From an optimization exercise on the open Yosys and OpenROAD flow, aimed at small area, a short achievable clock period and few clock cycles per item; shortcuts taken in it are not production practice.
In this exercise RTL edits were held to simulation tests only and were not proved equivalent to the original.

==> flow/design.v <==
package spab_pkg;
  localparam logic [1:0] MODE_8BIT  = 2'd0;
  localparam logic [1:0] MODE_16BIT = 2'd1;
  localparam logic [1:0] MODE_ARGB  = 2'd2;
  localparam logic REG_DEPTH_MODE = 1'b0;
  localparam logic REG_KEY_COLOR  = 1'b1;
  localparam logic [1:0]  DEPTH_MODE_RESET = MODE_ARGB;
  localparam logic [15:0] KEY_COLOR_RESET  = 16'h0000;
  localparam logic [7:0]  MAX8 = 8'd255;
  localparam logic [15:0] RECIP_255 = 16'h8081;
  localparam int NUM_CHAN = 3;
  localparam int DIV_W      = 24;
  localparam int DIV_STEPS  = 6;
  localparam int DIV_STAGES = DIV_W / DIV_STEPS;
  localparam int DIV_FIRST  = 2;
  localparam int DIV_LAST   = DIV_FIRST + DIV_STAGES - 1;
  localparam int Q_STAGE    = DIV_LAST + 1;
  localparam int OUT_STAGE  = Q_STAGE + 1;
  localparam int NUM_STAGES = OUT_STAGE + 1;
endpackage
import spab_pkg::*;
module sprite_pixel_alpha_blend (
  input  logic              clk,
  input  logic              rst,
  input  logic              item_valid,
  output logic              item_ready,
  input  logic [31:0]       src_pixel,
  input  logic [31:0]       dst_pixel,
  output logic              result_valid,
  input  logic              result_ready,
  output logic [31:0]       out_pixel,
  output logic              write_enable,
  input  logic              psel,
  input  logic              penable,
  input  logic              pwrite,
  input  logic [2:0]        paddr,
  input  logic [31:0]       pwdata,
  output logic [31:0]       prdata,
  output logic              pready
);
  localparam int S2_STEPS = 3;
  localparam int S3_STEPS = 3;
  logic [1:0]  depth_mode;
  logic [15:0] key_color;
  assign pready = 1'b1;
  always_ff @(posedge clk) begin
    if (rst) begin
      depth_mode <= DEPTH_MODE_RESET;
      key_color  <= KEY_COLOR_RESET;
    end else if (psel && penable && pwrite) begin
      case (paddr[2])
        REG_DEPTH_MODE: depth_mode <= pwdata[1:0];
        REG_KEY_COLOR:  key_color  <= pwdata[15:0];
        default: ;
      endcase
    end
  end
  always_comb begin
    case (paddr[2])
      REG_DEPTH_MODE: prdata = {30'b0, depth_mode};
      REG_KEY_COLOR:  prdata = {16'b0, key_color};
      default:        prdata = 32'b0;
    endcase
  end
  function automatic logic [15:0] div_steps(input logic [15:0] s, input logic [7:0] oa,
                                            input int n);
    logic [15:0] r;
    logic [8:0]  t;
    logic [9:0]  diff;
    r = s;
    for (int i = 0; i < 8; i++) begin
      if (i < n) begin
        t    = {r[15:8], r[7]};
        diff = {1'b0, t} - {2'b00, oa};
        r    = diff[9] ? {t[7:0], r[6:0], 1'b0} : {diff[7:0], r[6:0], 1'b1};
      end
    end
    div_steps = r;
  endfunction
  function automatic logic [7:0] div255(input logic [15:0] x);
    logic [16:0] y;
    y = 17'(x) + 17'(x[15:8]) + 17'd1;
    div255 = y[15:8];
  endfunction
  function automatic logic [15:0] div255w(input logic [23:0] x);
    logic [24:0] y;
    logic [40:0] z;
    y = 25'(x) + 25'd1;
    z = {y, 16'b0} + {8'b0, y, 8'b0} + {16'b0, y};
    div255w = z[39:24];
  endfunction
  logic v1, v2, v3, v4, vx;
  logic h1, h2, h3, h4, hx;
  logic blk;
  logic go, ofree, take, ring_next;
  logic [32:0] fin4;    
  logic [32:0] xres;
  assign item_ready = !vx && !blk;
  assign take       = item_valid && item_ready;
  assign ofree      = !result_valid || result_ready;
  assign go         = v4 && h4 && ofree;
  assign ring_next  = vx || take || v1 || v2 || v3 || (v4 && !go);
  always_ff @(posedge clk) begin
    if (rst) begin
      v1  <= 1'b0;
      v2  <= 1'b0;
      v3  <= 1'b0;
      v4  <= 1'b0;
      vx  <= 1'b0;
      h1  <= 1'b0;
      h2  <= 1'b0;
      h3  <= 1'b0;
      h4  <= 1'b0;
      hx  <= 1'b0;
      blk <= 1'b0;
    end else begin
      v1  <= vx || take;
      v2  <= v1;
      v3  <= v2;
      v4  <= v3;
      vx  <= v4 && !go;
      h1  <= vx ? (hx || (go && !v3 && !v2 && !v1))
                : (take && !(v1 || v2 || v3 || (v4 && !go)));
      h2  <= h1 || (go && !v3 && !v2 && v1);
      h3  <= h2 || (go && !v3 && v2);
      h4  <= h3 || (go && v3);
      hx  <= h4 && !go;
      blk <= (blk || (v4 && !go)) && ring_next;
    end
  end
  always_ff @(posedge clk) begin
    if (rst) begin
      result_valid <= 1'b0;
    end else if (ofree) begin
      result_valid <= go;
    end
  end
  always_ff @(posedge clk) begin
    if (go) begin
      out_pixel    <= fin4[31:0];
      write_enable <= fin4[32];
    end
  end
  always_ff @(posedge clk) begin
    xres <= fin4;
  end
  logic [7:0]  sa0, da0;
  logic [23:0] sc0, dc0;
  logic [15:0] w0;
  logic        we0, az0;
  logic [31:0] word0;
  always_comb begin
    we0   = 1'b0;
    word0 = dst_pixel;
    sa0   = 8'd0;
    if (vx) begin
      we0   = xres[32];
      word0 = xres[31:0];
    end else begin
      case (depth_mode)
        MODE_8BIT: begin
          if ({8'b0, src_pixel[7:0]} != key_color) begin
            we0   = 1'b1;
            word0 = {24'b0, src_pixel[7:0]};
          end
        end
        MODE_16BIT: begin
          if (src_pixel[15:0] != key_color) begin
            we0   = 1'b1;
            word0 = {16'b0, src_pixel[15:0]};
          end
        end
        MODE_ARGB: begin
          sa0 = src_pixel[31:24];
          we0 = src_pixel[31:24] != 8'd0;
        end
        default: ;
      endcase
    end
    da0 = vx ? xres[31:24] : dst_pixel[31:24];
    az0 = (sa0 == 8'd0) && (word0[31:24] == 8'd0);
    w0  = az0 ? 16'd65025 : 16'(da0 * 8'(~sa0));
    dc0 = word0[23:0];
    sc0 = src_pixel[23:0];
  end
  logic [7:0]  sa1;
  logic [23:0] sc1, dc1;
  logic [15:0] w1;
  logic        we1, az1;
  always_ff @(posedge clk) begin
    sa1 <= sa0;
    sc1 <= sc0;
    dc1 <= dc0;
    w1  <= w0;
    we1 <= we0;
    az1 <= az0;
  end
  logic [7:0]  k1, r1, oa1;
  logic [NUM_CHAN-1:0][15:0] a1, b1;
  always_comb begin
    k1  = div255(w1);
    r1  = w1[7:0] + k1;
    oa1 = sa1 + k1 + {7'd0, r1 != 8'd0};
    for (int c = 0; c < NUM_CHAN; c++) begin
      a1[c] = sa1 * sc1[c*8 +: 8];
      b1[c] = div255w(24'(dc1[c*8 +: 8] * w1));
    end
  end
  logic [7:0]  oa2;
  logic        we2, az2;
  logic [NUM_CHAN-1:0][15:0] a2, b2;
  always_ff @(posedge clk) begin
    oa2 <= oa1;
    we2 <= we1;
    az2 <= az1;
    a2  <= a1;
    b2  <= b1;
  end
  logic [NUM_CHAN-1:0][15:0] a2n, b2n;
  always_comb begin
    for (int c = 0; c < NUM_CHAN; c++) begin
      a2n[c] = div_steps(a2[c], oa2, S2_STEPS);
      b2n[c] = div_steps(b2[c], oa2, S2_STEPS);
    end
  end
  logic [7:0]  oa3;
  logic        we3, az3;
  logic [NUM_CHAN-1:0][15:0] a3, b3;
  always_ff @(posedge clk) begin
    oa3 <= oa2;
    we3 <= we2;
    az3 <= az2;
    a3  <= a2n;
    b3  <= b2n;
  end
  logic [NUM_CHAN-1:0][15:0] a3n, b3n;
  always_comb begin
    for (int c = 0; c < NUM_CHAN; c++) begin
      a3n[c] = div_steps(a3[c], oa3, S3_STEPS);
      b3n[c] = div_steps(b3[c], oa3, S3_STEPS);
    end
  end
  logic [7:0]  oa4;
  logic        we4, az4;
  logic [NUM_CHAN-1:0][15:0] a4, b4;
  always_ff @(posedge clk) begin
    oa4 <= oa3;
    we4 <= we3;
    az4 <= az3;
    a4  <= a3n;
    b4  <= b3n;
  end
  logic [NUM_CHAN-1:0][15:0] a4n, b4n;
  logic [23:0] rgb4;
  always_comb begin
    for (int c = 0; c < NUM_CHAN; c++) begin
      a4n[c] = div_steps(a4[c], oa4, 8 - S2_STEPS - S3_STEPS);
      b4n[c] = div_steps(b4[c], oa4, 8 - S2_STEPS - S3_STEPS);
      rgb4[c*8 +: 8] = a4n[c][7:0] + b4n[c][7:0];
    end
    fin4 = {we4, az4 ? 8'd0 : oa4, rgb4};
  end
endmodule
clock: 17.0 ns
lec_check: 0
cap_margin: 20
core_margin: 2
core_utilization: 60
cts_buf_list: sky130_fd_sc_hd__clkbuf_4 sky130_fd_sc_hd__clkbuf_8
cts_cluster_size: 20
slew_margin: 20
standard.sh (not shown) runs the stock make flow with config.mk's settings and CLKGATE_MAP_FILE= SYNTH_SCRIPT=/design/flow/synth_recipe.tcl, a recipe that flattens the netlist after the stock synthesis.
==> flow/flow/run.sh <==
#!/bin/bash
# The standard layout, with two changes to how it is made (the SDC is unchanged):
# - timing repair aims below the clock period: repair_timing keeps working until every path
#   has SETUP_SLACK_MARGIN ns of slack;
# - the port buffers that the standard flow puts on every input and output are plain buffers
#   rather than the delay cells buffer_ports picks on its own.
set -euo pipefail
bash standard.sh SETUP_SLACK_MARGIN=${MARGIN:-9.6} \
  "BUFFER_PORTS_ARGS=-buffer_cell sky130_fd_sc_hd__buf_1" finish > standard_flow.log 2>&1
Testbench counts at the start, summed over its fixed seeds: cycles 11,440, items 11,200.
Change:
Settings changed: CORE_UTILIZATION 60 to 75, CTS_BUF_LIST sky130_fd_sc_hd__clkbuf_4 sky130_fd_sc_hd__clkbuf_8 to unset, CTS_CLUSTER_SIZE 20 to unset.
Result:
- clock skew falls by 0.013 ns
- wire length rises by about 4.4%
- non-clock buffer count falls by 22
- first-iteration DRC count rises by about 20%
- critical path depth falls by 3
- global-route usage rises by 7.1 points
- design area falls by about 0.8%
- maximum frequency falls by about 1.7%
Change:
Settings changed: CORE_UTILIZATION 75 to 60, CTS_BUF_LIST set to sky130_fd_sc_hd__clkbuf_8.
- global-route usage fell by 7.0 points
- area after synthesis is unchanged
- worst setup slack is better by 0.15 ns
- worst hold slack loses 0.025 ns
- routed wire length goes down by a few percent
- sequential share of layout area stays flat
- design area stays flat
Change:
==> flow/flow/run.sh (replaced) <==
#!/bin/bash
# The standard layout, with timing repair aiming below the clock period: repair_timing keeps
# working until every path has SETUP_SLACK_MARGIN ns of slack. The SDC is unchanged.
set -euo pipefail
bash standard.sh SETUP_SLACK_MARGIN=${MARGIN:-9.6} finish > standard_flow.log 2>&1
Settings changed: CTS_BUF_LIST sky130_fd_sc_hd__clkbuf_8 to unset.
Effect:
- The new run ran to the end with no violations
- die area stays the same
- count of clock-buffer cells in the layout is lower by 32
- synthesized cell count stays the same
- setup slack gets worse by 0.058 ns
- via count went down by 0.54%
- wire length barely changes
- first-iteration DRC count came out higher by 15%
- hold slack improved by 0.019 ns
- area after synthesis is unchanged
- global-route usage decreases by 0.23 points

-- separate check: timing with driven ports --
In the flow no input, the clock included, has a driving cell. The finished layouts below were timed again as built, in two steps. Step 1 (the two cells are an assumption about what drives the block):
set clk [get_ports {clk}]
set_driving_cell -lib_cell sky130_fd_sc_hd__clkbuf_16 $clk
set_driving_cell -lib_cell sky130_fd_sc_hd__buf_2 [delete_from_list [all_inputs] $clk]
Step 2 also shifts input and output timing later by t, the mid clock arrival at the registers, as if the neighbouring blocks saw the same clock. Three values: ideal ports, drivers, drivers and shift; two values: the first two.
run	shift t [ns]	slack for setup (ns)	worst hold slack (ns)	worst setup path after step 2
the first run	0.783	9.627 / 9.581 / 9.071	0.303 / 0.303 / 0.303	input to register
the second run	0.683	9.500 / 9.500 / 9.020	0.320 / 0.320 / 0.320	input to register
the third run	0.786	9.647 / 9.595 / 9.117	0.295 / 0.295 / 0.295	input to register
the fourth run	0.710	9.589 / 9.490 / 9.037	0.313 / 0.313 / 0.313	input to register
After both steps every run listed still meets setup and hold. For the first run, which loses most, drivers alone change the setup slack by -0.046 ns; drivers and shift together by -0.556 ns.
